What follows belongs to an exercise in optimizing a design on an open flow for small area and a short achievable clock period; a production flow would make more cautious choices.
Function was checked by simulation only, so behaviour that the tests miss may differ from the original.
Power is estimated from default activity; no workload was simulated.

== raven ==
## text_video_top
module text_video_top
(
  input  logic                              clk,
  input  logic                              rst_n,
  input  logic                              cmd_valid,
  input  logic [text_video_pkg::BYTE_W-1:0] cmd_data,
  output logic                              hsync,
  output logic                              vsync,
  output logic                              de,
  output logic [3:0]                        red,
  output logic [3:0]                        green,
  output logic [3:0]                        blue,
  output logic                              bad_cmd
);
  logic [HCOUNT_W-1:0]    hcount;
  logic [VCOUNT_W-1:0]    vcount;
  logic                   line_visible;
  logic                   frame_visible;
  logic                   raw_hsync;
  logic                   raw_vsync;
  logic                   font_we;
  logic [FONT_ADDR_W-1:0] font_waddr;
  logic [BYTE_W-1:0]      font_wdata;
  logic                   font_acc;
  logic [FONT_ADDR_W-1:0] font_acc_addr;
  logic [3:0]             font_row;
  logic [31:0]            font_taps;
  logic [1:0]             font_tap_bit;
  logic [FONT_ADDR_W-1:0] font_chk_addr;
  logic                   font_chk_hit;
  logic [BYTE_W-1:0]      font_chk_data;
  logic                   char_we;
  logic                   char_acc;
  logic [CHAR_ADDR_W-1:0] char_acc_addr;
  logic [CHAR_ADDR_W-1:0] char_waddr;
  logic [BYTE_W-1:0]      char_wdata;
  logic [CHAR_ADDR_W-1:0] char_raddr;
  logic [BYTE_W-1:0]      char_rdata;
  sync_timer timer_i (.clk, .rst_n, .hcount, .vcount, .line_visible, .frame_visible,
                      .hsync(raw_hsync), .vsync(raw_vsync));
  cmd_decoder decoder_i (.clk, .rst_n, .cmd_valid, .cmd_data, .font_we, .font_waddr,
                         .font_wdata, .font_acc, .font_acc_addr, .char_we, .char_acc, .char_acc_addr, .char_waddr,
                         .char_wdata, .bad_cmd);
  font_mem glyph_mem_i (
    .clk, .rst_n, .acc(font_acc), .acc_addr(font_acc_addr), .acc_data(cmd_data),
    .we(font_we), .waddr(font_waddr), .wdata(font_wdata), .row(font_row),
  ...
Size in the first run: about 4400 cells after synthesis, about 2300 flip-flops, about 27 I/O pins, about 0.064 mm² of cells after synthesis.
clock: 4.5 ns
lec_check: 0
cap_margin: 20
core_margin: 2
core_utilization: 60
cts_cluster_diameter: 100
cts_cluster_size: 30
setup_slack_margin: 1.9
slew_margin: 20
run.sh (not shown) runs the stock make flow with config.mk's settings and CLKGATE_MAP_FILE= SYNTH_SCRIPT=/design/flow/synth_recipe.tcl, a recipe that flattens the netlist after the stock synthesis.
raven reached the end of the flow, and the finished layout is clean on the timing, design-rule and antenna checks.
What indigo does differently from raven at the input level:
- swapping 1.9 for 2.1 in SETUP_SLACK_MARGIN
### Flow results
- The headroom to the max-slew limit of indigo was inferior to that of raven.
- Compare indigo and raven | clock power lower: indigo
- Of indigo and raven, raven shows the higher length of routed met2 wiring, with indigo below it.
- Looking at timing startpoint of the critical path, the glyph_mem_i.r_addr[1][1] result is from raven; the pixel_gen_i.code_pre[0] one comes from indigo.
- Worst setup slack up 85 ps in indigo wrt raven

========
Another version of the RTL of text_video_top (not shown whole).
Size in the first run: ~4800 cells after synthesis, roughly 27 I/O pins, ~63000 um^2 of cells after synthesis.
clock: 4.5 ns
lec_check: 0
cap_margin: 20
core_margin: 2
core_utilization: 60
cts_cluster_diameter: 100
cts_cluster_size: 30
setup_slack_margin: 2.2
slew_margin: 20
Change:
Settings changed: SETUP_SLACK_MARGIN 2.2 to 2.1.
Effect: Via count rises slightly; setup slack gets better by 63 ps; wire length rises slightly; non-clock buffer count falls by 24; count of clock-buffer cells in the layout falls by 2.

========
Another version of the RTL of text_video_top (not shown whole).
Size in the first run: roughly 2400 flip-flops, about 27 I/O pins.
==> flow/config.mk <==
export PLATFORM = sky130hd
export DESIGN_NAME = text_video_top
export DESIGN_NICKNAME = text_video_top
export VERILOG_FILES = /design/flow/design.v
export SDC_FILE = /design/flow/constraint.sdc
export NUM_CORES = 4
export LEC_CHECK = 0
export CAP_MARGIN = 20
export CORE_MARGIN = 2
export CORE_UTILIZATION = 70
export CTS_CLUSTER_DIAMETER = 100
export CTS_CLUSTER_SIZE = 24
export SETUP_SLACK_MARGIN = 2.1
export SLEW_MARGIN = 20
==> flow/constraint.sdc <==
create_clock -name core_clock -period 4.5 [get_ports {clk}]
set_input_delay 0.9000 -clock core_clock [delete_from_list [all_inputs] [get_ports {clk}]]
set_output_delay 0.9000 -clock core_clock [all_outputs]
set_load 0.01 [all_outputs]
==> next run, changes <==
Settings changed: CORE_UTILIZATION 70 to 60, SETUP_SLACK_MARGIN 2.1 to 2.3.
Result: Global-route usage decreases by 3.6 points; wire length came out higher by 3.3%; final cell count goes up by 4.0%; worst setup slack is worse by 0.041 ns; clock skew rose by 0.017 ns; synthesized area is unchanged; combinational power rose by about 8%; design area climbs by 1.2%.

========
Another version of the RTL of text_video_top (not shown whole).
Size in the first run: ~4800 cells after synthesis, ~2400 flip-flops, ~63000 um2 of cells after synthesis.
// text_video_top
module text_video_top
(
  input  logic                              clk,
  input  logic                              rst_n,
  input  logic                              cmd_valid,
  input  logic [text_video_pkg::BYTE_W-1:0] cmd_data,
  output logic                              hsync,
  output logic                              vsync,
  output logic                              de,
  output logic [3:0]                        red,
  output logic [3:0]                        green,
  output logic [3:0]                        blue,
  output logic                              bad_cmd
);
Settings: LEC_CHECK=0, CAP_MARGIN=20, CORE_MARGIN=2, CORE_UTILIZATION=60, CTS_CLUSTER_DIAMETER=100, CTS_CLUSTER_SIZE=24, SETUP_SLACK_MARGIN=2.0, SLEW_MARGIN=20; clock period 4.5 ns.
Then changed:
- SETUP_SLACK_MARGIN: 2.0 -> 2.1
=> The changed run went through all stages and came out clean. Global-route usage grows by 0.49 points. Area after synthesis stays the same. Worst hold slack improved by 63 ps. Final area came out higher by about 0.35%. Worst setup slack improved by 160 ps. Clock power stays flat. Count of clock-buffer cells in the layout rose by 3.
Then changed:
- PLACE_DENSITY: unset -> 0.7
The new run produced a clean layout.
Final cell count barely changes.
Worst setup slack is better by 9.1 ps.
Combinational power stays flat.
Worst hold slack improves by 85 ps.
Cell area is about the same.
First-iteration DRC count increases by 3.4%.
Fmax is higher by 0.38%.

========
text_video_top, a different RTL version from the one above (not shown whole).
Size in the first run: ~2400 flip-flops, ~65000 um2 of cells after synthesis.
clock: 4.5 ns
lec_check: 0
cap_margin: 20
core_margin: 2
core_utilization: 60
cts_cluster_diameter: 100
cts_cluster_size: 30
setup_slack_margin: 2.2
slew_margin: 20
The starting point passed the timing, design-rule and antenna checks.
==> next run, changes <==
--- a/flow/config.mk
+++ b/flow/config.mk
@@ -13 +13 @@
-export SETUP_SLACK_MARGIN = 2.2
+export SETUP_SLACK_MARGIN = 2.4
What happened: Setup slack is better by 0.0091 ns; via count is higher by 1.6%; cell count is higher by 1.2%; clock skew is lower by 0.011 ns; routed wire length is higher by 2.0%; core utilization is higher by 1.2 points; area after synthesis stays the same.

========
RTL: one of the versions met above, not the one the previous note started from.
Size in the first run: about 4,800 cells after synthesis, roughly 2,400 flip-flops, roughly 27 I/O pins, roughly 0.064 mm^2 of cells after synthesis.
==> flow/config.mk <==
export PLATFORM = sky130hd
export DESIGN_NAME = text_video_top
export DESIGN_NICKNAME = text_video_top
export VERILOG_FILES = /design/flow/design.v
export SDC_FILE = /design/flow/constraint.sdc
export NUM_CORES = 4
export LEC_CHECK = 0
export CAP_MARGIN = 20
export CORE_MARGIN = 2
export CORE_UTILIZATION = 60
export CTS_CLUSTER_DIAMETER = 100
export CTS_CLUSTER_SIZE = 24
export PLACE_DENSITY = 0.7
export SETUP_SLACK_MARGIN = 2.1
export SLEW_MARGIN = 20
==> flow/constraint.sdc <==
create_clock -name core_clock -period 4.5 [get_ports {clk}]
set_input_delay 0.9000 -clock core_clock [delete_from_list [all_inputs] [get_ports {clk}]]
set_output_delay 0.9000 -clock core_clock [all_outputs]
set_load 0.01 [all_outputs]
Then changed:
--- a/flow/config.mk
+++ b/flow/config.mk
@@ -10,6 +10,5 @@
 export CORE_UTILIZATION = 60
 export CTS_CLUSTER_DIAMETER = 100
-export CTS_CLUSTER_SIZE = 24
-export PLACE_DENSITY = 0.7
+export CTS_CLUSTER_SIZE = 30
 export SETUP_SLACK_MARGIN = 2.1
 export SLEW_MARGIN = 20
What happened: Cell count falls by about 0.54%. Clock power falls by about 7%. Sequential power is about the same. Clock-buffer cell count falls by 28. Non-clock buffer count falls by 9.
Then changed:
--- a/flow/config.mk
+++ b/flow/config.mk
@@ -10,5 +10,5 @@
 export CORE_UTILIZATION = 60
 export CTS_CLUSTER_DIAMETER = 100
-export CTS_CLUSTER_SIZE = 30
+export CTS_CLUSTER_SIZE = 24
 export SETUP_SLACK_MARGIN = 2.1
 export SLEW_MARGIN = 20
Effect:
- The new run ran to the end with no violations
- worst setup slack degrades by 0.030 ns
- global-route usage climbs by 0.11 points
- register-to-register slack improved by 0.04 ns
- final area is higher slightly
- routed wire length barely changes
- flip-flop and latch count is unchanged
- power increases by a few percent
- die area is unchanged
- critical path depth increases by 1

-- static timing again, ports no longer ideal --
The results above use ideal ports. As a check the final layouts listed here were re-extracted and re-timed, cells and wires unchanged. Step 1 (the two cells are an assumption about what drives the block):
set clk [get_ports {clk}]
set_driving_cell -lib_cell sky130_fd_sc_hd__clkbuf_16 $clk
set_driving_cell -lib_cell sky130_fd_sc_hd__buf_2 [delete_from_list [all_inputs] $clk]
Step 2 times the ports against the registers' clock, not the clock port: input delays grow and output delays shrink by t, the midpoint of the rising clock arrivals with the driver on. a / b / c = no drivers / after step 1 / after step 2; a / b = the first two.
run | shift t [ns] | setup WS [ns] | hold WS [ns] | latest minus earliest clock arrival (ns)
raven | 0.792 | 1.878 / 1.878 / 1.371 | 0.283 / 0.230 / 0.314 | 0.031 / 0.031
indigo | 0.784 | 1.963 / 1.963 / 1.395 | 0.136 / 0.089 / 0.318 | 0.040 / 0.040
the first run of note 2 | 0.784 | 1.925 / 1.925 / 1.552 | 0.234 / 0.185 / 0.318 | 0.031 / 0.031
the second run of note 2 | 0.778 | 1.988 / 1.954 / 1.470 | 0.135 / 0.080 / 0.319 | 0.038 / 0.039
the first run of note 3 | 0.787 | 2.043 / 2.002 / 1.422 | 0.306 / 0.257 / 0.306 | 0.037 / 0.036
the second run of note 3 | 0.808 | 2.002 / 2.002 / 1.889 | 0.316 / 0.316 / 0.316 | 0.060 / 0.060
the first run of note 4 | 0.800 | 1.898 / 1.898 / 1.408 | 0.159 / 0.108 / 0.322 | 0.025 / 0.025
the second run of note 4 | 0.803 | 2.055 / 1.984 / 1.659 | 0.222 / 0.174 / 0.322 | 0.024 / 0.024
the third run of note 4 | 0.801 | 2.064 / 2.064 / 1.448 | 0.307 / 0.274 / 0.307 | 0.035 / 0.035
the first run of note 5 | 0.766 | 1.757 / 1.757 / 1.577 | 0.230 / 0.176 / 0.290 | 0.044 / 0.044
the second run of note 5 | 0.780 | 1.767 / 1.767 / 1.766 | 0.181 / 0.126 / 0.319 | 0.029 / 0.029
the first run of note 6 | 0.796 | 2.112 / 2.104 / 1.463 | 0.244 / 0.196 / 0.321 | 0.033 / 0.032
the second run of note 6 | 0.788 | 2.062 / 2.062 / 1.809 | 0.174 / 0.121 / 0.315 | 0.041 / 0.041
the third run of note 6 | 0.803 | 2.031 / 1.953 / 1.820 | 0.152 / 0.097 / 0.313 | 0.031 / 0.032
After both steps every run listed still meets setup and hold. The setup slack of the first run of note 6, which loses most, moves by -0.008 ns with the drivers and by -0.649 ns with both steps.
